This is an optimization exercise on Yosys and OpenROAD, whose aim is small area, not a production implementation. Where RTL was checked, it was by simulation tests only, not by an equivalence proof against the original. No functional check of the RTL was part of run 5. No activity file was given, so power comes from the tool's default toggle rates. No driver is modelled on the clock port, so clocking that relies on it looks cheaper here than on a real chip.

## flow/run.sh

```bash
#!/bin/bash
# Standard layout, with buf_1 port buffers and CTS tuned for large sink clusters
# without dummy loads. All tool output goes to flow_make.log and ORFS's own logs.
set -euo pipefail
bash standard.sh \
  "BUFFER_PORTS_ARGS=-buffer_cell sky130_fd_sc_hd__buf_1" \
  "CTS_ARGS=-sink_clustering_enable -repair_clock_nets -dont_use_dummy_load -sink_clustering_size 40 -sink_clustering_max_diameter 60" \
  finish > flow_make.log 2>&1
```

## standard.sh

```bash
#!/bin/bash
# synth_recipe.tcl (not shown) runs the flow's synth.tcl, then flattens the netlist and writes it again
# the make line also repeats each setting of config.mk as NAME=value (left out here)
make -C /OpenROAD-flow-scripts/flow DESIGN_CONFIG=/design/flow/config.mk WORK_HOME=/design/flow/orfs CLKGATE_MAP_FILE= SYNTH_SCRIPT=/design/flow/synth_recipe.tcl "${@:-finish}"
```

## config.mk

```make
export PLATFORM = sky130hd
export DESIGN_NAME = cl_shell_bridge
export DESIGN_NICKNAME = cl_shell_bridge
export VERILOG_FILES = /design/flow/design.v
export SDC_FILE = /design/flow/constraint.sdc
export NUM_CORES = 4
export LEC_CHECK = 0
export CAP_MARGIN = 20
export CORE_MARGIN = 2
export CORE_UTILIZATION = 60
export PLACE_DENSITY = 0.7
export SLEW_MARGIN = 20
```

## constraint.sdc

```tcl
create_clock -name core_clock -period 5.0 [get_ports {clk_main_a0}]
set_input_delay 1.0000 -clock core_clock [delete_from_list [all_inputs] [get_ports {clk_main_a0}]]
set_output_delay 1.0000 -clock core_clock [all_outputs]
set_load 0.01 [all_outputs]
```

## design.v

```verilog
`default_nettype none
package shell_pkg;
   localparam int RST_SLICE_STAGES = 4;            
   localparam int NUM_DDR   = 4;
   localparam int DDR_C_IDX = 2;                   
   localparam logic [31:0] CL_ID0_WORD = {16'hF010, 16'h1A2B};
   localparam logic [31:0] CL_ID1_WORD = {16'h0D51, 16'h1A2B};
   typedef enum logic [1:0] {
      FLR_IDLE    = 2'd0,    
      FLR_ARMED   = 2'd1,    
      FLR_DONE_HI = 2'd2,    
      FLR_DONE_LO = 2'd3     
   } flr_state_t;
endpackage
`default_nettype wire
`default_nettype none
package ddr_stat_pkg;
   localparam int STAT_ADDR_W = 8;
   localparam int STAT_DATA_W = 32;
   localparam int STAT_INT_W  = 8;
   localparam int STAT_REQ_W = 2 + STAT_ADDR_W + STAT_DATA_W;            
   localparam int STAT_ACK_W = 1 + STAT_INT_W + STAT_DATA_W;             
   localparam int STAT_STAGES = 8;     
   localparam int NUM_STAT_CH = 3;
   typedef enum logic [1:0] {
      STAT_CH_A = 2'd0,
      STAT_CH_B = 2'd1,
      STAT_CH_D = 2'd2
   } stat_ch_t;
endpackage
`default_nettype wire
`timescale 1ns/1ps
`default_nettype none
import shell_pkg::*;
import ddr_stat_pkg::*;
module shell_ctrl
(
   input  logic                   clk_main_a0,
   input  logic                   sync_rst_n,
   input  logic                   flr_assert,       
   input  logic [NUM_STAT_CH-1:0] ddr_ready_abd,    
   input  logic                   ddr_c_ready,
   output logic                   flr_done,
   output logic [NUM_DDR-1:0]     ddr_ready,        
   output logic                   ddr_rst_n,
   output logic                   core_rst_n,
   output logic                   pipe_valid        
);
   shell_pkg::flr_state_t flr_state;
   shell_pkg::flr_state_t flr_state_nxt;
   logic       flr_assert_q;                        
   always_ff @(posedge clk_main_a0 or negedge sync_rst_n)
   begin
      if (!sync_rst_n)
      begin
         flr_assert_q <= 1'b0;
         flr_state    <= FLR_IDLE;
      end
      else
      begin
         flr_assert_q <= flr_assert;
         flr_state    <= flr_state_nxt;
      end
   end
   always_comb
   begin
      flr_state_nxt = flr_state;
      case (flr_state)
         FLR_IDLE:
            if (flr_assert)
               flr_state_nxt = FLR_ARMED;               
         FLR_ARMED:
            flr_state_nxt = FLR_DONE_HI;                
         FLR_DONE_HI:
            flr_state_nxt = flr_assert_q ? FLR_DONE_LO : FLR_IDLE;
         FLR_DONE_LO:
            flr_state_nxt = flr_assert_q ? FLR_DONE_HI : FLR_IDLE;
         default:
            flr_state_nxt = FLR_IDLE;
      endcase
   end
   assign flr_done = (flr_state == FLR_DONE_HI);
   logic ddr_c_ready_q;                             
   always_ff @(posedge clk_main_a0 or negedge sync_rst_n)
   begin
      if (!sync_rst_n)
         ddr_c_ready_q <= 1'b0;
      else
         ddr_c_ready_q <= ddr_c_ready;
   end
   assign ddr_ready = {ddr_ready_abd[NUM_STAT_CH-1:DDR_C_IDX],
                       ddr_c_ready_q,
                       ddr_ready_abd[DDR_C_IDX-1:0]};
   logic [3:0] rel_cnt;
   always_ff @(posedge clk_main_a0 or negedge sync_rst_n)
   begin
      if (!sync_rst_n)
         rel_cnt <= '0;
      else if (!rel_cnt[3])
         rel_cnt <= rel_cnt + 4'd1;
   end
   assign ddr_rst_n  = rel_cnt[3] | rel_cnt[2];
   assign core_rst_n = rel_cnt[3] | rel_cnt[2];
   assign pipe_valid = rel_cnt[3];
endmodule
`default_nettype wire
`timescale 1ns/1ps
`default_nettype none
import ddr_stat_pkg::*;
module ddr_stat_channel
(
   input  logic                   clk_main_a0,
   input  logic                   pipe_valid,       
   input  logic                   host_wr,          
   input  logic                   host_rd,          
   input  logic [STAT_ADDR_W-1:0] host_addr,
   input  logic [STAT_DATA_W-1:0] host_wdata,
   input  logic                   mem_ack,
   input  logic [STAT_INT_W-1:0]  mem_int,
   input  logic [STAT_DATA_W-1:0] mem_rdata,
   output logic                   mem_wr,
   output logic                   mem_rd,
   output logic [STAT_ADDR_W-1:0] mem_addr,
   output logic [STAT_DATA_W-1:0] mem_wdata,
   output logic                   host_ack,
   output logic [STAT_INT_W-1:0]  host_int,
   output logic [STAT_DATA_W-1:0] host_rdata
);
   logic [STAT_REQ_W-1:0] req_pipe [STAT_STAGES];    
   logic [STAT_ACK_W-1:0] ack_pipe [STAT_STAGES];    
   always_ff @(posedge clk_main_a0)
   begin
      req_pipe[0] <= {host_wr, host_rd, host_addr, host_wdata};
      ack_pipe[0] <= {mem_ack, mem_int, mem_rdata};
      for (int i = 1; i < STAT_STAGES; i++)
      begin
         req_pipe[i] <= req_pipe[i-1];              
         ack_pipe[i] <= ack_pipe[i-1];              
      end
   end
   assign {mem_wr, mem_rd, mem_addr, mem_wdata} = req_pipe[STAT_STAGES-1] & {STAT_REQ_W{pipe_valid}};
   assign {host_ack, host_int, host_rdata}      = ack_pipe[STAT_STAGES-1] & {STAT_ACK_W{pipe_valid}};
endmodule
`default_nettype wire
`timescale 1ns/1ps
`default_nettype none
import shell_pkg::*;
import ddr_stat_pkg::*;
module cl_shell_bridge
(
   input  logic                                    clk_main_a0,
   input  logic                                    sync_rst_n,
   input  logic                                    flr_assert,
   input  logic [NUM_STAT_CH-1:0]                  ddr_ready_abd,    
   input  logic                                    ddr_c_ready,
   input  logic [NUM_STAT_CH-1:0]                  host_stat_wr,
   input  logic [NUM_STAT_CH-1:0]                  host_stat_rd,
   input  logic [NUM_STAT_CH-1:0][STAT_ADDR_W-1:0] host_stat_addr,
   input  logic [NUM_STAT_CH-1:0][STAT_DATA_W-1:0] host_stat_wdata,
   input  logic [NUM_STAT_CH-1:0]                  mem_stat_ack,
   input  logic [NUM_STAT_CH-1:0][STAT_INT_W-1:0]  mem_stat_int,
   input  logic [NUM_STAT_CH-1:0][STAT_DATA_W-1:0] mem_stat_rdata,
   output logic                                    flr_done,
   output logic [NUM_DDR-1:0]                      ddr_ready,        
   output logic                                    ddr_rst_n,
   output logic                                    core_rst_n,
   output logic [31:0]                             cl_id0,
   output logic [31:0]                             cl_id1,
   output logic [NUM_STAT_CH-1:0]                  mem_stat_wr,
   output logic [NUM_STAT_CH-1:0]                  mem_stat_rd,
   output logic [NUM_STAT_CH-1:0][STAT_ADDR_W-1:0] mem_stat_addr,
   output logic [NUM_STAT_CH-1:0][STAT_DATA_W-1:0] mem_stat_wdata,
   output logic [NUM_STAT_CH-1:0]                  host_stat_ack,
   output logic [NUM_STAT_CH-1:0][STAT_INT_W-1:0]  host_stat_int,
   output logic [NUM_STAT_CH-1:0][STAT_DATA_W-1:0] host_stat_rdata
);
   assign cl_id0 = CL_ID0_WORD;     
   assign cl_id1 = CL_ID1_WORD;     
   logic pipe_valid;
   shell_ctrl u_ctrl (
      .clk_main_a0   (clk_main_a0),
      .sync_rst_n    (sync_rst_n),
      .flr_assert    (flr_assert),
      .ddr_ready_abd (ddr_ready_abd),
      .ddr_c_ready   (ddr_c_ready),
      .flr_done      (flr_done),
      .ddr_ready     (ddr_ready),
      .ddr_rst_n     (ddr_rst_n),
      .core_rst_n    (core_rst_n),
      .pipe_valid    (pipe_valid)
   );
   for (genvar ch = 0; ch < NUM_STAT_CH; ch++)
   begin : g_stat
      case (ch)
         STAT_CH_A:
         begin : g_a
            ddr_stat_channel u_stat_a (
               .clk_main_a0 (clk_main_a0),     .pipe_valid (pipe_valid),
               .host_wr     (host_stat_wr[ch]), .host_rd    (host_stat_rd[ch]),
               .host_addr   (host_stat_addr[ch]), .host_wdata (host_stat_wdata[ch]),
               .mem_ack     (mem_stat_ack[ch]), .mem_int    (mem_stat_int[ch]),
               .mem_rdata   (mem_stat_rdata[ch]),
               .mem_wr      (mem_stat_wr[ch]),  .mem_rd     (mem_stat_rd[ch]),
               .mem_addr    (mem_stat_addr[ch]), .mem_wdata  (mem_stat_wdata[ch]),
               .host_ack    (host_stat_ack[ch]), .host_int   (host_stat_int[ch]),
               .host_rdata  (host_stat_rdata[ch])
            );
         end
         STAT_CH_B:
         begin : g_b
            ddr_stat_channel u_stat_b (
               .clk_main_a0 (clk_main_a0),     .pipe_valid (pipe_valid),
               .host_wr     (host_stat_wr[ch]), .host_rd    (host_stat_rd[ch]),
               .host_addr   (host_stat_addr[ch]), .host_wdata (host_stat_wdata[ch]),
               .mem_ack     (mem_stat_ack[ch]), .mem_int    (mem_stat_int[ch]),
               .mem_rdata   (mem_stat_rdata[ch]),
               .mem_wr      (mem_stat_wr[ch]),  .mem_rd     (mem_stat_rd[ch]),
               .mem_addr    (mem_stat_addr[ch]), .mem_wdata  (mem_stat_wdata[ch]),
               .host_ack    (host_stat_ack[ch]), .host_int   (host_stat_int[ch]),
               .host_rdata  (host_stat_rdata[ch])
            );
         end
         default:
         begin : g_d
            ddr_stat_channel u_stat_d (
               .clk_main_a0 (clk_main_a0),     .pipe_valid (pipe_valid),
               .host_wr     (host_stat_wr[ch]), .host_rd    (host_stat_rd[ch]),
               .host_addr   (host_stat_addr[ch]), .host_wdata (host_stat_wdata[ch]),
               .mem_ack     (mem_stat_ack[ch]), .mem_int    (mem_stat_int[ch]),
               .mem_rdata   (mem_stat_rdata[ch]),
               .mem_wr      (mem_stat_wr[ch]),  .mem_rd     (mem_stat_rd[ch]),
               .mem_addr    (mem_stat_addr[ch]), .mem_wdata  (mem_stat_wdata[ch]),
               .host_ack    (host_stat_ack[ch]), .host_int   (host_stat_int[ch]),
               .host_rdata  (host_stat_rdata[ch])
            );
         end
      endcase
   end
endmodule
`default_nettype wire
```

==> results of run 1 <==
[cells by family (layout without fill, tap and decap cells)]
| group | Yosys count | after routing | synth area share |
|---|---|---|---|
| muxes | 1 | 1 | 0.0003530 |
| adders and majority gates | 1 | 1 | 0.0002942 |
| AOI/OAI and AO/OA | 3 | 3 | 0.0004412 |
| buffers and inverters | 107 | 578 | 0.01833 |
| DFF | 2000 | 2000 | 0.9425 |
| other | 2 | 66 | 0.0001766 |
| xor gates and xnor gates | 2 | 2 | 0.0004120 |
| and+or+nand+nor | 254 | 254 | 0.03749 |
[stage by stage]
step	area, um2	hold slack (ns)	utilization	std cells
6_report	46860	0.2476	0.6680	3845
3_5_place_dp	45080	0.3121	0.6426	3772
3_3_place_gp	45080	0.3095	0.6426	3772
2_1_floorplan	42760	0.3096	-	2432
4_1_cts	46830	0.2626	0.6675	3842
5_1_grt	46860	0.2568	0.6680	3844
[state kept, by name, indices dropped and copies added, names as in the netlist, 2 cells and up]
signal / cells
g_stat.g_a.u_stat_a.ack_pipe: 328
u_ctrl.flr_state: 2
g_stat.g_d.u_stat_d.req_pipe: 336
g_stat.g_b.u_stat_b.req_pipe: 336
g_stat.g_d.u_stat_d.ack_pipe: 328
g_stat.g_a.u_stat_a.req_pipe: 336
u_ctrl.rel_cnt: 4
g_stat.g_b.u_stat_b.ack_pipe: 328
[cells in the mapped netlist (all sizes together)]
cell type / number / area [um2]
o21ai: 1 / 5.000
nand2: 1 / 3.750
conb: 2 / 7.510
nand2b: 2 / 20.02
nor2b: 1 / 6.260
a31o: 1 / 8.760
dfrtp: 8 / 200.2
ha: 1 / 12.51
or2: 1 / 6.260
xnor2: 2 / 17.52
a21oi: 1 / 5.000
buf: 96 / 725.7
clkbuf: 10 / 50.05
dfxtp: 1992 / 39880
mux2: 1 / 15.01
inv: 1 / 3.750
and2: 249 / 1558
[metal layers]
| layer | global-route usage | up-vias | part of all wire |
|---|---|---|---|
| met2 | 0.2584 | 359 | 0.49 |
| met5 | 0 | - | 0.0010 |
| li1 | - | 8055 | - |
| met1 | 0.1735 | 7207 | 0.42 |
| met3 | 0.03583 | 131 | 0.050 |
| met4 | 0.07153 | 10 | 0.042 |
[area by class of cell]
type,count,area [um2],area share
Antenna cell,2,5.005,0.0001068
Clock buffer,70,1752,0.03738
Inverter,1,3.754,0.00008010
Multi-Input combinational cell,325,1898,0.04051
Sequential cell,2000,40080,0.8554
Tap cell,940,1176,0.02510
Timing Repair Buffer,507,1943,0.04147
[worst max path at each step]
stage	end	slack [ns]	depth (start not counted)
global placement	host_stat_rdata[91]	2.08	3
floorplan	ddr_ready[0]	2.88	1
detailed placement	mem_stat_wdata[58]	1.92	3
global route	host_stat_int[15]	1.61	3
CTS	host_stat_int[15]	1.20	3
finish	mem_stat_wdata[58]	1.79	3
[cells in the final DEF, fill, tap and decap left out]
master,instances
a21oi_1,1
a31o_1,1
and2_1,249
buf_1,505
buf_12,1
buf_16,1
clkbuf_16,70
conb_1,64
dfrtp_1,7
dfrtp_4,1
dfxtp_1,1992
diode_2,2
ha_1,1
inv_1,1
mux2_4,1
nand2_1,1
nand2b_1,1
nand2b_4,1
nor2b_1,1
o21ai_0,1
or2_1,1
xnor2_1,2
[where the power goes]
group | total (mW) | switching, mW | internal, mW | leakage (nW)
registers | 17.0 | 0.205 | 16.8 | 16.9
clock network | 6.63 | 4.08 | 2.55 | 0.863
logic | 0.357 | 0.214 | 0.143 | 1.46
==> qor.txt, run 1 <==
status = complete, no violations
post-synth cell types = 20
WL/cell = 14.49 um
Pwr Total = 23.98 mW
post-DP HPWL = 37590 um
CP max stage cell = dfrtp_4
synth warn = 4
vias per inst = 4.099
# hold bufs at CTS = 0
Clock Path Buffers = 3
class of the worst hold path = reg2reg
Post-Syn Area = 42520 um2
RSZ-0062 raised after global routing = no
clk sinks = 2000
Reg2Reg Depth = 1
relative slew slack = 0.6232
Slew @ Worst Pin = 0.5651 ns
Worst setup startpoint = u_ctrl.rel_cnt[3]$_DFF_PN0_
reg2reg end = u_ctrl.rel_cnt[1]$_DFFE_PN0N_
WP buf/inv = 2
RR Startpoint = u_ctrl.rel_cnt[3]$_DFF_PN0_
CP arrival = 2.21 ns
DP Worst Slack = 1.922 ns
clock buffer count from CTS = 70
PwrDens = 511.7 nW/um2
Hold EP = g_stat[1].g_b.u_stat_b.req_pipe[2][14]$_DFF_P_
post-synthesis register bit count = 2000
CTS resizes = 0
fill count = 4768
drt total wl = 55710 um
Final WS setup = 1.786 ns
Worst setup SP type = register
f_max = 0.3111 GHz
GRT overflow = 0
via count = 15760
Final Hold Viols = 0
Die Wd = 270.2 um
Crit. End Element = output pin
TritonCTS clock tree = yes
Hold Crit Start = g_stat[1].g_b.u_stat_b.req_pipe[1][14]$_DFF_P_
Placement Rows = 97
worst endpoint required time = 4.00 ns
CP delay by family, top = flip-flops
MaxCap Viol Count = 0
Max Fanout on Critical Path = 116
initial antenna violation count = 7
post-synthesis instance total = 2370
Root Driver = clkbuf_16
Layout area overhead = 10.20%
max-slew violation count = 0
min Tclk post-route = 3.214 ns
number of setup buffers added after CTS = 0
crit path cell chain = buf_12, and2_1, buf_1
reg2reg setup slack = 3.78 ns
Initial Util = 0.6062
TritonRoute pass-1 iters = 4
Buffers on Ports = 505
Layout Nets = 3162
clk slew on worst S/H paths = 0.13 ns
global-route wire length before repair = 83410 um
Pleak = 19.23 nW
area of the die = 73020 um2
Setup TNS = 0 ns
Total GRT Usage = 0.1488
crit path kind = reg2out
core region area = 70150 um2
VDD IR max = 0.4107 mV
DRT antenna net count = 0
Final Wtd Congestion = 0.8077
Worst path max stage delay = 0.77 ns
largest net degree at the start of global routing = 140
First DRT Iteration DRCs = 623
clk_skew = 0.08681 ns
IO Count = 576
syn_area_per_cell = 17.94 um2
number of global-route vias before repair = 15990
clock latency on the worst-skew pair = 0.64 ns
hold depth = 0
Post-route DRC = 0
Die Ht = 270.2 um
share of cells above drive strength 1 = 0.02584
Seq/Total Area, Yosys = 0.9425
CTS H-tree depth = 3
period utilization = 0.6428
Setup-failing EPs final = 0
==> inputs of run 2 (changes only) <==
==> flow/run.sh (replaced) <==
#!/bin/bash
# Standard layout, with buf_1 port buffers and CTS tuned for large sink clusters
# without dummy loads. All tool output goes to flow_make.log and ORFS's own logs.
set -euo pipefail
bash standard.sh \
  "BUFFER_PORTS_ARGS=-buffer_cell sky130_fd_sc_hd__buf_1" \
  "CTS_ARGS=-sink_clustering_enable -repair_clock_nets -dont_use_dummy_load -sink_clustering_size 38 -sink_clustering_max_diameter 100" \
  finish > flow_make.log 2>&1
==> run 2 against run 1 <==
Against the previous run: still clean; utilization shrank 0.42 points; routed wire length down 0.55%; die area stayed put; fmax fell by 2.2%; register-to-register slack hardly changed.
==> qor.txt, run 2 <==
Reg2Reg Depth = 1 (unchanged)
end of the critical path = mem_stat_wdata[58]
most common cell after layout, fill and taps aside = dfxtp_1
f_max = 0.3044 GHz (-2.2%)
# hold bufs at CTS = 0 (unchanged)
asr flop ratio synth = 0.004000 (unchanged)
switch share = 0.1886 (+0.0009622)
largest net degree at the start of global routing = 140 (unchanged)
Synth top cells by count = 1992 x dfxtp_1, 249 x and2_1, 78 x buf_4, 10 x buf_2, 10 x clkbuf_2
Initial Util = 0.6062 (unchanged)
Setup-failing EPs final = 0 (unchanged)
clk sinks = 2000 (unchanged)
Pleak = 19.08 nW (-0.77%)
reg2reg end = u_ctrl.rel_cnt[1]$_DFFE_PN0N_
Placement Rows = 97 (unchanged)
Final Util = 0.6638 (-0.004245)
share of cells above drive strength 1 = 0.02179 (-0.004044)
post-synth cell types = 20 (unchanged)
clk slew on worst S/H paths = 0.12 ns (about the same)
top_reg_cell synth = dfxtp_1
clock buffer count from CTS = 58 (-17%)
CTS resizes = 0 (unchanged)
CTS H-tree depth = 2 (-1)
clock latency on the worst-skew pair = 0.67 ns (+0.03 ns)
Max Fanout on Critical Path = 116 (unchanged)
PwrDens = 504.2 nW/um2 (-1.5%)
core region area = 70150 um2 (unchanged)
post-synthesis register bit count = 2000 (unchanged)
EDFF count, synth = 0 (unchanged)
status = complete, no violations
Die Ht = 270.2 um (unchanged)
RR Startpoint = u_ctrl.rel_cnt[3]$_DFF_PN0_
Worst setup SP type = register
Root Driver = clkbuf_16
Slew @ Worst Pin = 0.5744 ns (+0.009283 ns)
Die Wd = 270.2 um (unchanged)
area of the die = 73020 um2 (unchanged)
post-DP HPWL = 37590 um (unchanged)
number of global-route vias before repair = 15770 (-1.4%)
DRT antenna net count = 0 (unchanged)
via count = 15670 (-0.58%)
top post-synthesis cells by area = dfxtp_1 94%, and2_1 3.7%, buf_4 1.4%
Regs by FF count = g_stat.g_a.u_stat_a.req_pipe (336), g_stat.g_b.u_stat_b.req_pipe (336), g_stat.g_d.u_stat_d.req_pipe (336)
MaxCap Viol Count = 0 (unchanged)
RSZ-0062 raised after global routing = no
Final WS setup = 1.714 ns (-0.07148 ns)
Post-route DRC = 0 (unchanged)
relative slew slack = 0.6171 (-0.006188)
most frequent cells in the layout = 1992 x dfxtp_1, 505 x buf_1, 249 x and2_1, 64 x conb_1, 58 x clkbuf_16
min Tclk post-route = 3.286 ns (+0.07148 ns)
Layout Nets = 3150 (-0.38%)
number of setup buffers added after CTS = 0 (unchanged)
Layout area overhead = 9.498%
clk_skew = 0.04297 ns (-0.04384 ns)
Clock power frac = 0.261 (-0.015)
synth warn = 4 (unchanged)
Worst setup startpoint = u_ctrl.rel_cnt[3]$_DFF_PN0_
TritonCTS clock tree = yes
VDD IR max = 0.3823 mV (-6.9%)
global-route wire length before repair = 82520 um (-1.1%)
GRT overflow = 0 (unchanged)
Buffers on Ports = 505 (unchanged)
leading area contributor after synthesis = dfxtp_1
register share of total power = 0.724 (+0.015)
WHS = 0.2780 ns (+0.03046 ns)
initial antenna violation count = 7 (unchanged)
net switching power = 4.428 mW (-1.6%)
internal power = 19.05 mW (-2.2%)
Setup TNS = 0 ns (unchanged)
class of the worst hold path = in2async
Comb power frac = 0.015 (about the same)
IO Count = 576 (unchanged)
DP Worst Slack = 1.922 ns (unchanged)
most common cell in the netlist = dfxtp_1
WL/cell = 14.45 um (-0.26%)
worst endpoint required time = 4.00 ns (about the same)
drt total wl = 55400 um (-0.55%)
Synth top area share = 0.9378 (unchanged)
TritonRoute pass-1 iters = 4 (unchanged)
Total GRT Usage = 0.1463 (-0.002436)
Seq/Total Area, Yosys = 0.9425 (unchanged)
period utilization = 0.6571 (+0.01430)
syn_area_per_cell = 17.94 um2 (unchanged)
Final Wtd Congestion = 0.8077 (unchanged)
Clock Path Buffers = 3 (unchanged)
reg2reg setup slack = 3.78 ns (about the same)
post-synthesis instance total = 2370 (unchanged)
crit path kind = reg2out
First DRT Iteration DRCs = 660 (+5.9%)
CP arrival = 2.29 ns (+0.08 ns)
vias per inst = 4.087 (-0.29%)
Crit. End Element = output pin
Post-Syn Area = 42520 um2 (unchanged)
max-slew violation count = 0 (unchanged)
Final Hold Viols = 0 (unchanged)
## run 2: cell counts after synthesis
No cell type changed its count.
## run 2: worst min path at each step
stage / startpoint / end / slack, ns / cells after the start
finish: sync_rst_n / u_ctrl.flr_state[0]$_DFFE_PN0P_ / 0.28 / 1
CTS: sync_rst_n / u_ctrl.rel_cnt[1]$_DFFE_PN0N_ / 0.23 / 1
global route: sync_rst_n / u_ctrl.rel_cnt[0]$_DFFE_PN0N_ / 0.27 / 1
global placement: g_stat[2].g_d.u_stat_d.req_pipe[2][19]$_DFF_P_ / g_stat[2].g_d.u_stat_d.req_pipe[3][19]$_DFF_P_ / 0.31 / 0
detailed placement: g_stat[0].g_a.u_stat_a.ack_pipe[0][15]$_DFF_P_ / g_stat[0].g_a.u_stat_a.ack_pipe[1][15]$_DFF_P_ / 0.31 / 0
floorplan: g_stat[0].g_a.u_stat_a.ack_pipe[0][0]$_DFF_P_ / g_stat[0].g_a.u_stat_a.ack_pipe[1][0]$_DFF_P_ / 0.31 / 0
## run 2: logic make-up (layout without fill, tap and decap cells)
logic type | Yosys count | count (layout) | share of synthesized area
compound gates | 3 | 3 | 0.0004412
fa+ha+maj | 1 | 1 | 0.0002942
xor+xnor | 2 | 2 | 0.0004120
other cells | 2 | 67 | 0.0001766
flops | 2000 | 2000 | 0.9425
mux | 1 | 1 | 0.0003530
buf+inv | 107 | 566 | 0.01833
simple gates | 254 | 254 | 0.03749
## run 2: per-stage QoR
step | instance area, um2 | total power [mW] | instances
CTS | 46530 | 23.67 | 3830
global placement | 45080 | 17.67 | 3772
global route | 46550 | 24.28 | 3831
detailed placement | 45080 | 17.73 | 3772
floorplan | 42760 | 17.47 | 2432
finish | 46560 | 23.47 | 3834
## run 2: critical path, stage by stage, from the launching register on
cell     delay [ns]
dfrtp_4        0.77
buf_12         0.34
and2_1         0.21
buf_1          0.18
## run 2: power by group through the flow
stage	Clock, mW	Combinational (mW)	Sequential [mW]
2_1_floorplan	0	0.212	17.3
3_3_place_gp	0	0.352	17.3
3_5_place_dp	0	0.356	17.4
4_1_cts	6.29	0.359	17.0
5_1_grt	6.81	0.385	17.1
6_report	6.12	0.357	17.0
## run 2: final cells by class
type | count | area (um2)
sequential | 2000 | 40080
fill | 4809 | 23590
inverter | 1 | 3.754
timing repair buffer | 507 | 1943
antenna | 3 | 7.507
clock buffer | 58 | 1451
tap | 940 | 1176
multi-input combinational | 325 | 1898
## run 2: metal layers
layer / global-route usage / share of wire
met5: 0 / 0.0013
met3: 0.03334 / 0.051
met2: 0.2557 / 0.48
met4: 0.06208 / 0.039
met1: 0.1740 / 0.43
==> inputs of run 3 (changes only) <==
--- a/design.v
+++ b/design.v
@@ -91,17 +91,25 @@
    assign ddr_ready = {ddr_ready_abd[NUM_STAT_CH-1:DDR_C_IDX],
                        ddr_c_ready_q,
                        ddr_ready_abd[DDR_C_IDX-1:0]};
-   logic [3:0] rel_cnt;
+   logic [2:0] rel_cnt;
+   logic       rel_done;
    always_ff @(posedge clk_main_a0 or negedge sync_rst_n)
    begin
       if (!sync_rst_n)
-         rel_cnt <= '0;
-      else if (!rel_cnt[3])
-         rel_cnt <= rel_cnt + 4'd1;
-   end
-   assign ddr_rst_n  = rel_cnt[3] | rel_cnt[2];
-   assign core_rst_n = rel_cnt[3] | rel_cnt[2];
-   assign pipe_valid = rel_cnt[3];
+      begin
+         rel_cnt  <= '0;
+         rel_done <= 1'b0;
+      end
+      else
+      begin
+         rel_cnt <= rel_cnt + 3'd1;
+         if (&rel_cnt)
+            rel_done <= 1'b1;
+      end
+   end
+   assign ddr_rst_n  = rel_cnt[2] | rel_done;
+   assign core_rst_n = rel_cnt[2] | rel_done;
+   assign pipe_valid = rel_done;
 endmodule
 `default_nettype wire
 `timescale 1ns/1ps
==> run 3 against run 2 <==
Against the previous run: still clean on timing, DRC and antenna; design area hardly changed; non-clock buffer count stayed put; critical endpoint is now host_stat_rdata[17]; hold slack worse by 0.040 ns; largest cell class unchanged; fmax is 0.98% higher; register-to-register slack worse by 0.28 ns; count of clock-buffer cells in the layout is 1 higher; die area hardly changed; sequential power hardly changed.
==> qor.txt, run 3 <==
status = complete, no violations
Regs by FF count = g_stat.g_a.u_stat_a.req_pipe (336), g_stat.g_b.u_stat_b.req_pipe (336), g_stat.g_d.u_stat_d.req_pipe (336)
Clock Path Buffers = 3 (unchanged)
most frequent cells in the layout = 1992 x dfxtp_1, 505 x buf_1, 249 x and2_1, 64 x conb_1, 59 x clkbuf_16
Seq/Total Area, Yosys = 0.9416 (about the same)
share of cells above drive strength 1 = 0.02180 (about the same)
Max Fanout on Critical Path = 97 (-16%)
WHS = 0.2377 ns (-0.04031 ns)
Die Ht = 270.3 um (about the same)
Final Hold Viols = 0 (unchanged)
reg2reg setup slack = 3.50 ns (-0.28 ns)
clock latency on the worst-skew pair = 0.65 ns (-0.02 ns)
EDFF count, synth = 0 (unchanged)
synth warn = 4 (unchanged)
GRT Max-Usage Layer = met2
Slew @ Worst Pin = 0.5613 ns (-0.01314 ns)
global-route wire length before repair = 84050 um (+1.8%)
Die Wd = 270.3 um (about the same)
asr flop ratio synth = 0.004000 (unchanged)
met2 usage = 0.2601 (+0.004338)
Setup TNS = 0 ns (unchanged)
core region area = 70150 um2 (unchanged)
top_reg_cell synth = dfxtp_1
Crit. End Element = output pin
clk sinks = 2000 (unchanged)
global-route track usage on met3 = 0.04072 (+0.007379)
Final Wtd Congestion = 0.8082 (about the same)
RR Startpoint = u_ctrl.rel_done$_DFFE_PN0P_
CTS H-tree depth = 2 (unchanged)
Pleak = 19.08 nW (about the same)
area of the die = 73090 um2 (about the same)
Synth top area share = 0.9369 (about the same)
MaxCap Viol Count = 0 (unchanged)
IO Count = 576 (unchanged)
leading area contributor after synthesis = dfxtp_1
number of global-route vias before repair = 15900 (+0.86%)
Post-route DRC = 0 (unchanged)
via count = 15660 (-0.089%)
vias per inst = 4.084 (about the same)
number of setup buffers added after CTS = 0 (unchanged)
Buffers on Ports = 505 (unchanged)
TritonRoute pass-1 iters = 4 (unchanged)
Worst path max stage delay = 0.80 ns (+0.03 ns)
initial antenna violation count = 18 (+11)
period utilization = 0.6507 (-0.006390)
max-slew violation count = 0 (unchanged)
Root Driver = clkbuf_16
clk_skew = 0.03825 ns (-0.004722 ns)
Worst path depth = 3 (unchanged)
most common cell after layout, fill and taps aside = dfxtp_1
top post-synthesis cells by area = dfxtp_1 94%, and2_1 3.7%, buf_4 1.4%
post-synthesis instance total = 2367 (-0.13%)
Post-Syn Area = 42560 um2 (about the same)
VDD IR max = 0.3632 mV (-5.0%)
clock buffer count from CTS = 59 (+1.7%)
Total GRT Usage = 0.1492 (+0.002827)
CP arrival = 2.25 ns (-0.04 ns)
post-synth cell types = 17 (-15%)
CP max stage cell = dfrtp_4
Reg2Reg Depth = 2 (+1)
drt total wl = 56170 um (+1.4%)
relative slew slack = 0.6258 (+0.008758)
class of the worst hold path = in2async
end of the critical path = host_stat_rdata[17]
Layout area overhead = 9.383%
worst endpoint required time = 4.00 ns (about the same)
WL/cell = 14.65 um (+1.4%)
Final Util = 0.6637 (about the same)
# hold bufs at CTS = 0 (unchanged)
Layout Nets = 3150 (unchanged)
fill count = 4839 (+0.62%)
Synth top cells by count = 1992 x dfxtp_1, 249 x and2_1, 78 x buf_4, 21 x buf_6, 8 x dfrtp_1
crit path cell chain = buf_16, and2_1, buf_1
WP buf/inv = 2 (unchanged)
Worst setup startpoint = u_ctrl.rel_done$_DFFE_PN0P_
post-DP HPWL = 38200 um (+1.6%)
syn_area_per_cell = 17.98 um2 (+0.22%)
most common cell in the netlist = dfxtp_1
DRT antenna net count = 0 (unchanged)
clk slew on worst S/H paths = 0.12 ns (about the same)
Initial Util = 0.6067 (about the same)
CP delay by family, top = flip-flops
min Tclk post-route = 3.254 ns (-0.03195 ns)
RSZ-0062 raised after global routing = no
crit path kind = reg2out
PwrDens = 505.3 nW/um2 (+0.22%)
TritonCTS clock tree = yes
Worst setup SP type = register
Setup-failing EPs final = 0 (unchanged)
CTS resizes = 0 (unchanged)
f_max = 0.3074 GHz (+0.98%)
reg2reg end = u_ctrl.rel_done$_DFFE_PN0P_
post-synthesis register bit count = 2000 (unchanged)
met1 usage = 0.1773 (+0.003320)
First DRT Iteration DRCs = 660 (unchanged)
Placement Rows = 97 (unchanged)
largest net degree at the start of global routing = 105 (-25%)
GRT overflow = 0 (unchanged)
## run 3: cell type report
class | instances | area, um2 | area share
sequential | 2000 | 40080 | 0.8609
timing repair buffer | 507 | 1943 | 0.04174
multi-input combinational | 322 | 1862 | 0.03999
clock buffer | 59 | 1476 | 0.03171
tap | 940 | 1176 | 0.02526
antenna | 4 | 10.01 | 0.0002150
inverter | 2 | 7.507 | 0.0001612
## run 3: cell families after synthesis
| logic type | Yosys count | synth area share |
|---|---|---|
| AOI/OAI and AO/OA | 2 | 0.0002349 |
| adders and majority gates | 2 | 0.0005878 |
| buffers and inverters | 107 | 0.02011 |
| DFF | 2000 | 0.9416 |
| other | 2 | 0.0001764 |
| and+or+nand+nor | 254 | 0.03727 |
## run 3: worst min-delay path by stage
| stage | depth (start not counted) | slack (ns) | end |
|---|---|---|---|
| final | 1 | 0.24 | u_ctrl.rel_cnt[1]$_DFF_PN0_ |
| after detailed placement | 0 | 0.31 | g_stat[0].g_a.u_stat_a.ack_pipe[2][9]$_DFF_P_ |
| after global placement | 0 | 0.31 | g_stat[0].g_a.u_stat_a.req_pipe[4][26]$_DFF_P_ |
| after floorplan | 0 | 0.31 | g_stat[0].g_a.u_stat_a.ack_pipe[1][0]$_DFF_P_ |
| after CTS | 1 | 0.20 | u_ctrl.rel_cnt[1]$_DFF_PN0_ |
| after global routing | 1 | 0.24 | u_ctrl.flr_state[0]$_DFFE_PN0P_ |
## run 3: layer usage
metal	vias to the layer above	share of wire
li1	8024	-
met3	125	0.062
met5	-	0.0031
met1	7135	0.42
met4	28	0.030
met2	345	0.48
## run 3: report_power, final
group | switching (mW) | internal, mW | leakage [nW] | total [mW]
Sequential | 0.208 | 16.8 | 16.9 | 17.0
Combinational | 0.204 | 0.143 | 1.45 | 0.347
Clock | 4.03 | 2.15 | 0.727 | 6.18
Total | 4.44 | 19.1 | 19.1 | 23.5
## run 3: through the flow
stage / setup WS, ns / area (um2) / std cells / total power [mW]
after floorplan: 2.865 / 42800 / 2429 / 17.47
after global placement: 1.970 / 45040 / 3770 / 17.67
after detailed placement: 2.415 / 45070 / 3771 / 17.72
after CTS: 1.675 / 46550 / 3830 / 23.77
after global routing: 1.556 / 46550 / 3831 / 24.36
final: 1.746 / 46560 / 3834 / 23.52
==> inputs of run 4 (changes only) <==
==> flow/run.sh (replaced) <==
#!/bin/bash
# Standard layout, with buf_1 port buffers and CTS tuned for large sink clusters
# without dummy loads. All tool output goes to flow_make.log and ORFS's own logs.
set -euo pipefail
bash standard.sh \
  "BUFFER_PORTS_ARGS=-buffer_cell sky130_fd_sc_hd__buf_1" \
  "CTS_ARGS=-sink_clustering_enable -repair_clock_nets -dont_use_dummy_load -sink_clustering_size 36 -sink_clustering_max_diameter 100" \
  finish > flow_make.log 2>&1
==> run 4 against run 3 <==
Against the previous run: still clean; flip-flop and latch count unchanged; clock skew increased by 0.035 ns; final cell count increased by 0.21%; first-iteration DRC count decreased by 3.8%; non-clock buffer count unchanged; count of clock-buffer cells in the layout increased by 7; clock power increased by 5.3%; synthesized cell count unchanged; register-to-register slack got worse by 0.05 ns; critical path depth unchanged; via count about the same; power increased by 1.4%; critical endpoint unchanged; largest power group unchanged.
==> qor.txt, run 4 <==
Pleak = 19.17 nW (+0.45%)
Regs by FF count = g_stat.g_a.u_stat_a.req_pipe (336), g_stat.g_b.u_stat_b.req_pipe (336), g_stat.g_d.u_stat_d.req_pipe (336)
post-synthesis simple-gate area fraction = 0.03727 (unchanged)
Slew @ Worst Pin = 0.5747 ns (+0.01339 ns)
post-synthesis instance total = 2367 (unchanged)
WL/cell = 14.70 um (+0.35%)
clk sinks = 2000 (unchanged)
MaxCap Viol Count = 0 (unchanged)
relative slew slack = 0.6169 (-0.008930)
vias per inst = 4.075 (-0.22%)
initial antenna violation count = 21 (+3)
Max Fanout on Critical Path = 97 (unchanged)
syn_area_per_cell = 17.98 um2 (unchanged)
clk slew on worst S/H paths = 0.12 ns (about the same)
non-filler cells in the finished layout = 3842 (+0.21%)
compound-cell area share of the yosys netlist = 0.0002352 (unchanged)
top_reg_cell synth = dfxtp_1
via count = 15660 (-0.013%)
Crit. End Element = output pin
Root Driver = clkbuf_16
EDFF count, synth = 0 (unchanged)
CTS resizes = 0 (unchanged)
status = complete, no violations
clk_skew = 0.07345 ns (+0.03521 ns)
Worst setup SP type = register
Final Util = 0.6662 (+0.002533)
Final Hold Viols = 0 (unchanged)
Clock Path Buffers = 3 (unchanged)
Placement Rows = 97 (unchanged)
synth warn = 4 (unchanged)
GRT overflow = 0 (unchanged)
TritonCTS clock tree = yes
Initial Util = 0.6067 (unchanged)
post-DP HPWL = 38200 um (unchanged)
worst endpoint required time = 4.00 ns (about the same)
crit path kind = reg2out
Setup-failing EPs final = 0 (unchanged)
Layout Nets = 3157 (+0.22%)
top post-synthesis cells by area = dfxtp_1 94%, and2_1 3.7%, buf_4 1.4%
most common cell in the netlist = dfxtp_1
Layout area overhead = 9.801%
number of setup buffers added after CTS = 0 (unchanged)
most frequent cells in the layout = 1992 x dfxtp_1, 505 x buf_1, 249 x and2_1, 66 x clkbuf_16, 64 x conb_1
leading area contributor after synthesis = dfxtp_1
Final Wtd Congestion = 0.8082 (unchanged)
post-synth cell types = 17 (unchanged)
share of cells above drive strength 1 = 0.02416 (+0.002364)
Final WS setup = 1.748 ns (+0.001340 ns)
min Tclk post-route = 3.252 ns (-0.001340 ns)
largest family of logic cells by synthesized area = simple AND/OR/NAND/NOR gates
Die Wd = 270.3 um (unchanged)
post-synthesis register bit count = 2000 (unchanged)
period utilization = 0.6504 (about the same)
core region area = 70150 um2 (unchanged)
Synth Area in Adders = 0.0005879 (unchanged)
drt total wl = 56480 um (+0.56%)
class of the worst hold path = in2async
CTS H-tree depth = 3 (+1)
number of global-route vias before repair = 15900 (-0.044%)
area of the die = 73090 um2 (unchanged)
Post-route DRC = 0 (unchanged)
# hold bufs at CTS = 0 (unchanged)
global-route wire length before repair = 84540 um (+0.58%)
TritonRoute pass-1 iters = 4 (unchanged)
Setup TNS = 0 ns (unchanged)
VDD IR max = 0.3640 mV (+0.21%)
f_max = 0.3075 GHz (about the same)
Buffers on Ports = 505 (unchanged)
clock buffer count from CTS = 66 (+12%)
max-slew violation count = 0 (unchanged)
Synth top cells by count = 1992 x dfxtp_1, 249 x and2_1, 78 x buf_4, 21 x buf_6, 8 x dfrtp_1
proportion of synthesized area in mux cells = 0 (unchanged)
IO Count = 576 (unchanged)
Synth top area share = 0.9369 (unchanged)
most common cell after layout, fill and taps aside = dfxtp_1
Die Ht = 270.3 um (unchanged)
DP Worst Slack = 2.415 ns (unchanged)
RSZ-0062 raised after global routing = no
Total GRT Usage = 0.1510 (+0.001816)
CP arrival = 2.25 ns (about the same)
Post-Syn Area = 42560 um2 (unchanged)
PwrDens = 510.3 nW/um2 (+1.0%)
DRT antenna net count = 0 (unchanged)
placed cell count = 3771 (unchanged)
clock latency on the worst-skew pair = 0.64 ns (about the same)
XOR/XNOR Fraction of Synth Area = 0 (unchanged)
First DRT Iteration DRCs = 635 (-3.8%)
Pwr Total = 23.85 mW (+1.4%)
asr flop ratio synth = 0.004000 (unchanged)
largest net degree at the start of global routing = 105 (unchanged)
Seq/Total Area, Yosys = 0.9416 (unchanged)
## run 4: cell counts after synthesis
No cell type changed its count.
## run 4: layout make-up
class / count / area [um2]
clock buffer: 66 / 1652
antenna: 5 / 12.51
fill: 4817 / 23420
timing repair buffer: 507 / 1943
multi-input combinational: 322 / 1862
inverter: 2 / 7.507
tap: 940 / 1176
sequential: 2000 / 40080
## run 4: per-stage QoR
stage | area [um2] | hold WS (ns)
5_1_grt | 46730 | 0.2488
3_5_place_dp | 45070 | 0.3121
3_3_place_gp | 45040 | 0.3096
2_1_floorplan | 42800 | 0.3096
4_1_cts | 46720 | 0.2164
6_report | 46730 | 0.2566
## run 4: worst paths after layout
kind                                                           startpoint                                        endpoint  slack, ns  depth (start not counted)
hold / removal                                                 sync_rst_n                     u_ctrl.rel_cnt[1]$_DFF_PN0_       0.26                          1
min in group core_clock    g_stat[2].g_d.u_stat_d.req_pipe[0][29]$_DFF_P_  g_stat[2].g_d.u_stat_d.req_pipe[1][29]$_DFF_P_       0.26                          0
max in group asynchronous                                      sync_rst_n                     u_ctrl.rel_done$_DFFE_PN0P_       4.41                          1
setup reg to reg                              u_ctrl.rel_done$_DFFE_PN0P_                     u_ctrl.rel_done$_DFFE_PN0P_       3.45                          2
hold reg to reg            g_stat[2].g_d.u_stat_d.req_pipe[0][29]$_DFF_P_  g_stat[2].g_d.u_stat_d.req_pipe[1][29]$_DFF_P_       0.26                          0
setup / recovery                              u_ctrl.rel_done$_DFFE_PN0P_                             host_stat_rdata[17]       1.75                          3
## run 4: logic make-up (layout without fill, tap and decap cells)
kind of cell               after synthesis  after routing
other                                    2             69
adders and majority gates                2              2
DFF                                   2000           2000
AOI/OAI and AO/OA                        2              2
and+or+nand+nor                        254            254
buffers and inverters                  107            575
## run 4: metal layers
layer,up-vias,global-route usage,part of all wire,routed length (um)
met2,342,0.2629,0.49,27490
met4,28,0.05670,0.031,1734
met3,132,0.04312,0.060,3410
met5,-,0,0.0033,184
li1,8035,-,-,-
met1,7118,0.1772,0.42,23670
## run 4: power breakdown
part	switching, mW	internal, mW
logic	0.203	0.143
registers	0.209	16.8
clock network	4.09	2.42
## run 4: critical path: stages, from the launching register on
cell and delay, ns:
dfrtp_4 0.80, buf_16 0.32, and2_1 0.23, buf_1 0.18
==> inputs of run 5 (changes only) <==
--- a/design.v
+++ b/design.v
@@ -43,8 +43,7 @@
    output logic                   flr_done,
    output logic [NUM_DDR-1:0]     ddr_ready,        
    output logic                   ddr_rst_n,
-   output logic                   core_rst_n,
-   output logic                   pipe_valid        
+   output logic                   core_rst_n
 );
    shell_pkg::flr_state_t flr_state;
    shell_pkg::flr_state_t flr_state_nxt;
@@ -91,25 +90,23 @@
    assign ddr_ready = {ddr_ready_abd[NUM_STAT_CH-1:DDR_C_IDX],
                        ddr_c_ready_q,
                        ddr_ready_abd[DDR_C_IDX-1:0]};
-   logic [2:0] rel_cnt;
-   logic       rel_done;
-   always_ff @(posedge clk_main_a0 or negedge sync_rst_n)
-   begin
-      if (!sync_rst_n)
-      begin
-         rel_cnt  <= '0;
-         rel_done <= 1'b0;
-      end
-      else
-      begin
-         rel_cnt <= rel_cnt + 3'd1;
-         if (&rel_cnt)
-            rel_done <= 1'b1;
-      end
-   end
-   assign ddr_rst_n  = rel_cnt[2] | rel_done;
-   assign core_rst_n = rel_cnt[2] | rel_done;
-   assign pipe_valid = rel_done;
+   logic [RST_SLICE_STAGES-1:0] ddr_rst_pipe;       
+   logic [RST_SLICE_STAGES-1:0] core_rst_pipe;      
+   always_ff @(posedge clk_main_a0 or negedge sync_rst_n)
+   begin
+      if (!sync_rst_n)
+      begin
+         ddr_rst_pipe  <= '0;
+         core_rst_pipe <= '0;
+      end
+      else
+      begin
+         ddr_rst_pipe  <= {ddr_rst_pipe[RST_SLICE_STAGES-2:0], 1'b1};
+         core_rst_pipe <= {core_rst_pipe[RST_SLICE_STAGES-2:0], 1'b1};
+      end
+   end
+   assign ddr_rst_n  = ddr_rst_pipe[RST_SLICE_STAGES-1];     
+   assign core_rst_n = core_rst_pipe[RST_SLICE_STAGES-1];
 endmodule
 `default_nettype wire
 `timescale 1ns/1ps
@@ -118,7 +115,7 @@
 module ddr_stat_channel
 (
    input  logic                   clk_main_a0,
-   input  logic                   pipe_valid,       
+   input  logic                   sync_rst_n,
    input  logic                   host_wr,          
    input  logic                   host_rd,          
    input  logic [STAT_ADDR_W-1:0] host_addr,
@@ -136,18 +133,29 @@
 );
    logic [STAT_REQ_W-1:0] req_pipe [STAT_STAGES];    
    logic [STAT_ACK_W-1:0] ack_pipe [STAT_STAGES];    
-   always_ff @(posedge clk_main_a0)
-   begin
-      req_pipe[0] <= {host_wr, host_rd, host_addr, host_wdata};
-      ack_pipe[0] <= {mem_ack, mem_int, mem_rdata};
-      for (int i = 1; i < STAT_STAGES; i++)
-      begin
-         req_pipe[i] <= req_pipe[i-1];              
-         ack_pipe[i] <= ack_pipe[i-1];              
-      end
-   end
-   assign {mem_wr, mem_rd, mem_addr, mem_wdata} = req_pipe[STAT_STAGES-1] & {STAT_REQ_W{pipe_valid}};
-   assign {host_ack, host_int, host_rdata}      = ack_pipe[STAT_STAGES-1] & {STAT_ACK_W{pipe_valid}};
+   always_ff @(posedge clk_main_a0 or negedge sync_rst_n)
+   begin
+      if (!sync_rst_n)
+      begin
+         for (int i = 0; i < STAT_STAGES; i++)
+         begin
+            req_pipe[i] <= '0;
+            ack_pipe[i] <= '0;
+         end
+      end
+      else
+      begin
+         req_pipe[0] <= {host_wr, host_rd, host_addr, host_wdata};
+         ack_pipe[0] <= {mem_ack, mem_int, mem_rdata};
+         for (int i = 1; i < STAT_STAGES; i++)
+         begin
+            req_pipe[i] <= req_pipe[i-1];           
+            ack_pipe[i] <= ack_pipe[i-1];           
+         end
+      end
+   end
+   assign {mem_wr, mem_rd, mem_addr, mem_wdata} = req_pipe[STAT_STAGES-1];
+   assign {host_ack, host_int, host_rdata}      = ack_pipe[STAT_STAGES-1];
 endmodule
 `default_nettype wire
 `timescale 1ns/1ps
@@ -184,7 +192,6 @@
 );
    assign cl_id0 = CL_ID0_WORD;     
    assign cl_id1 = CL_ID1_WORD;     
-   logic pipe_valid;
    shell_ctrl u_ctrl (
       .clk_main_a0   (clk_main_a0),
       .sync_rst_n    (sync_rst_n),
@@ -194,8 +201,7 @@
       .flr_done      (flr_done),
       .ddr_ready     (ddr_ready),
       .ddr_rst_n     (ddr_rst_n),
-      .core_rst_n    (core_rst_n),
-      .pipe_valid    (pipe_valid)
+      .core_rst_n    (core_rst_n)
    );
    for (genvar ch = 0; ch < NUM_STAT_CH; ch++)
    begin : g_stat
@@ -203,7 +209,7 @@
          STAT_CH_A:
          begin : g_a
             ddr_stat_channel u_stat_a (
-               .clk_main_a0 (clk_main_a0),     .pipe_valid (pipe_valid),
+               .clk_main_a0 (clk_main_a0),     .sync_rst_n (sync_rst_n),
                .host_wr     (host_stat_wr[ch]), .host_rd    (host_stat_rd[ch]),
                .host_addr   (host_stat_addr[ch]), .host_wdata (host_stat_wdata[ch]),
                .mem_ack     (mem_stat_ack[ch]), .mem_int    (mem_stat_int[ch]),
@@ -217,7 +223,7 @@
          STAT_CH_B:
          begin : g_b
             ddr_stat_channel u_stat_b (
-               .clk_main_a0 (clk_main_a0),     .pipe_valid (pipe_valid),
+               .clk_main_a0 (clk_main_a0),     .sync_rst_n (sync_rst_n),
                .host_wr     (host_stat_wr[ch]), .host_rd    (host_stat_rd[ch]),
                .host_addr   (host_stat_addr[ch]), .host_wdata (host_stat_wdata[ch]),
                .mem_ack     (mem_stat_ack[ch]), .mem_int    (mem_stat_int[ch]),
@@ -231,7 +237,7 @@
          default:
          begin : g_d
             ddr_stat_channel u_stat_d (
-               .clk_main_a0 (clk_main_a0),     .pipe_valid (pipe_valid),
+               .clk_main_a0 (clk_main_a0),     .sync_rst_n (sync_rst_n),
                .host_wr     (host_stat_wr[ch]), .host_rd    (host_stat_rd[ch]),
                .host_addr   (host_stat_addr[ch]), .host_wdata (host_stat_wdata[ch]),
                .mem_ack     (mem_stat_ack[ch]), .mem_int    (mem_stat_int[ch]),
==> run.sh (new file) <==
#!/bin/bash
# synth_recipe.tcl (not shown) runs the flow's synth.tcl, then flattens the netlist and writes it again
# the make line also repeats each setting of config.mk as NAME=value (left out here)
make -C /OpenROAD-flow-scripts/flow DESIGN_CONFIG=/design/flow/config.mk WORK_HOME=/design/flow/orfs CLKGATE_MAP_FILE= SYNTH_SCRIPT=/design/flow/synth_recipe.tcl finish
--- a/config.mk
+++ b/config.mk
@@ -7,6 +7,6 @@
 export LEC_CHECK = 0
 export CAP_MARGIN = 20
 export CORE_MARGIN = 2
-export CORE_UTILIZATION = 60
-export PLACE_DENSITY = 0.7
+export CORE_UTILIZATION = 45
+export PLACE_DENSITY = 0.6
 export SLEW_MARGIN = 20
removed: flow/run.sh
removed: standard.sh
==> run 5 against run 4 <==
Against the previous run: count of clock-buffer cells in the layout is 201 higher; first-iteration DRC count is 41% higher; critical path type unchanged; synthesized area is 19% higher; utilization is 9.6 points lower; largest cell class unchanged.
==> qor.txt, run 5 <==
status = complete, no violations
Crit. End Element = output pin
post-DP HPWL = 46250 um (+21%)
RSZ-0062 raised after global routing = no
CTS H-tree depth = 4 (+1)
Post-route DRC = 0 (unchanged)
Synth top cells by count = 2000 x dfrtp_1, 78 x buf_4, 2 x conb_1
EDFF count, synth = 0 (unchanged)
Root Driver = clkbuf_16
Layout area overhead = 26.14%
Total GRT Usage = 0.1409 (-0.01007)
period utilization = 0.5734 (-0.07706)
FF+latch area = 50050 um2 (+25%)
# hold bufs at CTS = 0 (unchanged)
Placement Rows = 123 (+27%)
clk_skew = 0.03556 ns (-0.03789 ns)
Initial Util = 0.4523 (-0.1544)
Die Wd = 339.6 um (+26%)
Setup TNS = 0 ns (unchanged)
Post-Syn Area = 50670 um2 (+19%)
TritonCTS clock tree = yes
asr flop ratio synth = 1.000 (+0.9960)
f_max = 0.3488 GHz (+13%)
leading area contributor after synthesis = dfrtp_1
clk slew on worst S/H paths = 0.06 ns (-0.06 ns)
First DRT Iteration DRCs = 896 (+41%)
Regs by FF count = g_stat.g_a.u_stat_a.req_pipe (336), g_stat.g_b.u_stat_b.req_pipe (336), g_stat.g_d.u_stat_d.req_pipe (336)
Worst path max stage delay = 0.55 ns (-0.25 ns)
Final Wtd Congestion = 0.7411 (-8.3%)
Final Hold Viols = 0 (unchanged)
vias per inst = 4.116 (+1.0%)
CP max stage cell = clkdlybuf4s50_1
Slew @ Worst Pin = 0.7517 ns (+0.1770 ns)
clock buffer count from CTS = 185 (+180%)
initial antenna violation count = 15 (-29%)
crit path cell chain = nor2b_1, clkdlybuf4s50_1
GRT overflow = 0 (unchanged)
synth warn = 4 (unchanged)
Setup-failing EPs final = 0 (unchanged)
min Tclk post-route = 2.867 ns (-0.3853 ns)
Seq/Total Area, Yosys = 0.9876 (+0.04601)
global-route wire length before repair = 122200 um (+44%)
MaxCap Viol Count = 0 (unchanged)
Die Ht = 339.6 um (+26%)
Max Fanout on Critical Path = 3 (-97%)
clk sinks = 2000 (unchanged)
CTS resizes = 0 (unchanged)
core region area = 112000 um2 (+60%)
top_reg_cell synth = dfrtp_1
IO Count = 576 (unchanged)
most frequent cells in the layout = 2000 x dfrtp_1, 504 x clkdlybuf4s50_1, 188 x clkbuf_16, 65 x conb_1, 43 x clkbuf_8
number of setup buffers added after CTS = 0 (unchanged)
Buffers on Ports = 505 (unchanged)
worst endpoint required time = 4.00 ns (about the same)
post-synthesis register bit count = 2000 (unchanged)
most common cell after layout, fill and taps aside = dfrtp_1
PwrDens = 498.5 nW/um2 (-2.3%)
drt total wl = 77270 um (+37%)
Clock Path Buffers = 3 (unchanged)
number of global-route vias before repair = 20880 (+31%)
via count = 18320 (+17%)
WL/cell = 17.36 um (+18%)
post-synthesis instance total = 2086 (-12%)
relative slew slack = 0.4989 (-0.1180)
VDD IR max = 0.2852 mV (-22%)
area of the die = 115300 um2 (+58%)
most common cell in the netlist = dfrtp_1
largest net degree at the start of global routing = 141 (+34%)
crit path kind = reg2out
syn_area_per_cell = 24.29 um2 (+35%)
DRT antenna net count = 0 (unchanged)
fill count = 8180 (+70%)
Synth top area share = 0.9876 (+0.05071)
multi-input logic area = 274.0 um2 (-85%)
post-synth cell types = 9 (-8)
class of the worst hold path = in2async
Layout Nets = 3054 (-3.3%)
clock latency on the worst-skew pair = 0.76 ns (+0.12 ns)
Final Util = 0.5705 (-0.09568)
Pleak = 28.83 nW (+50%)
max-slew violation count = 0 (unchanged)
CP arrival = 1.87 ns (-0.38 ns)
TritonRoute pass-1 iters = 4 (unchanged)
Worst setup SP type = register
share of cells above drive strength 1 = 0.1147 (+0.09049)
top post-synthesis cells by area = dfrtp_1 99%, buf_4 1.2%, a21oi_2 0.017%
## run 5: stage by stage
step	total power, mW	hold WS, ns	cell area (um2)	std cells	setup WS, ns
floorplan	17.58	0.3312	50910	2149	2.881
detailed placement	18.48	0.3347	57750	4111	2.564
global placement	18.43	0.3310	57750	4111	2.631
finish	31.87	0.2333	63920	4450	2.133
global route	33.23	0.2234	63920	4449	2.006
CTS	32.41	0.1994	63920	4448	2.025
## run 5: routing by layer
metal  up-vias  GRT usage  part of all wire
met5         -          0            0.0018
met4        24    0.04959             0.024
met3       173    0.04738             0.067
met2       498     0.2217              0.50
met1      9868     0.1857              0.41
li1       7755          -                 -
## run 5: area by class of cell
type | instances | area share
diodes | 2 | 0.00007830
well taps | 1500 | 0.02936
clock inverters | 70 | 0.01149
multi-input cells | 70 | 0.004287
inverters | 1 | 0.00005872
repair buffers | 540 | 0.08679
clock buffers | 267 | 0.08497
flip-flops and latches | 2000 | 0.7830
## run 5: worst paths after layout
path	from	endpoint	slack, ns	cells past startpoint
max in group asynchronous	sync_rst_n	g_stat[0].g_a.u_stat_a.ack_pipe[7][18]$_DFF_PN0_	3.41	3
min in group core_clock	g_stat[0].g_a.u_stat_a.req_pipe[5][35]$_DFF_PN0_	g_stat[0].g_a.u_stat_a.req_pipe[6][35]$_DFF_PN0_	0.32	0
worst min-delay path	sync_rst_n	g_stat[1].g_b.u_stat_b.req_pipe[4][25]$_DFF_PN0_	0.23	1
worst max-delay path	u_ctrl.flr_state[0]$_DFFE_PN0P_	flr_done	2.13	2
worst max register to register	u_ctrl.flr_state[1]$_DFFE_PN0P_	u_ctrl.flr_state[0]$_DFFE_PN0P_	4.23	2
worst min register to register	g_stat[0].g_a.u_stat_a.req_pipe[5][35]$_DFF_PN0_	g_stat[0].g_a.u_stat_a.req_pipe[6][35]$_DFF_PN0_	0.32	0
## run 5: power by group
group	leakage, nW	switching, mW	internal [mW]
logic	2.45	0.481	0.394
registers	23.3	0.264	17.0
clock network	3.07	5.68	8.04
total	28.8	6.42	25.4
## run 5: kinds of logic after synthesis
family	count (synthesis)	synth area share
AND/OR/NAND/NOR	3	0.0003211
flip-flops	2000	0.9876
AO/OA/AOI/OAI	2	0.0002715
buffers and inverters	79	0.01163
other	2	0.0001482
## run 5: critical path, delay by kind of cell, from the launching register on
kind / cells / cell delay [ns]
buffers and inverters: 1 / 0.55
DFF: 1 / 0.41
and+or+nand+nor: 1 / 0.15

## afterwards: timing with drivers on the ports
The flow's constraints put no driver on any port. The routed layouts listed below were extracted and timed again, unchanged, in two steps.
Step 1 sets driving cells, clkbuf_16 on the clock port and buf_2 on the other inputs (assumed; they add their load-dependent delay and slew).
Step 2 adds t to the input delays and takes it off the output delays; t is the mean of the earliest and latest rising clock arrival at the registers after step 1. Input paths then give back, and output paths get back, about the clock's delay inside the block.
Slacks: ideal / step 1 / step 2; pairs: ideal / step 1.
| run | shift t [ns] | setup WS [ns] | worst register clock-pin slew, ns | cell pins on the clock port's net |
|---|---|---|---|---|
| run 1 | 0.656 | 1.786 / 1.724 / 2.381 | 0.13 / 0.13 | 1 |
| run 2 | 0.707 | 1.714 / 1.651 / 2.358 | 0.12 / 0.12 | 1 |
| run 3 | 0.694 | 1.746 / 1.683 / 2.377 | 0.13 / 0.13 | 1 |
| run 4 | 0.663 | 1.748 / 1.686 / 2.350 | 0.12 / 0.12 | 1 |
| run 5 | 0.816 | 2.133 / 2.063 / 2.573 | 0.07 / 0.07 | 1 |
After both steps setup and hold are still met in every run listed. Setup slack includes reset recovery checks.
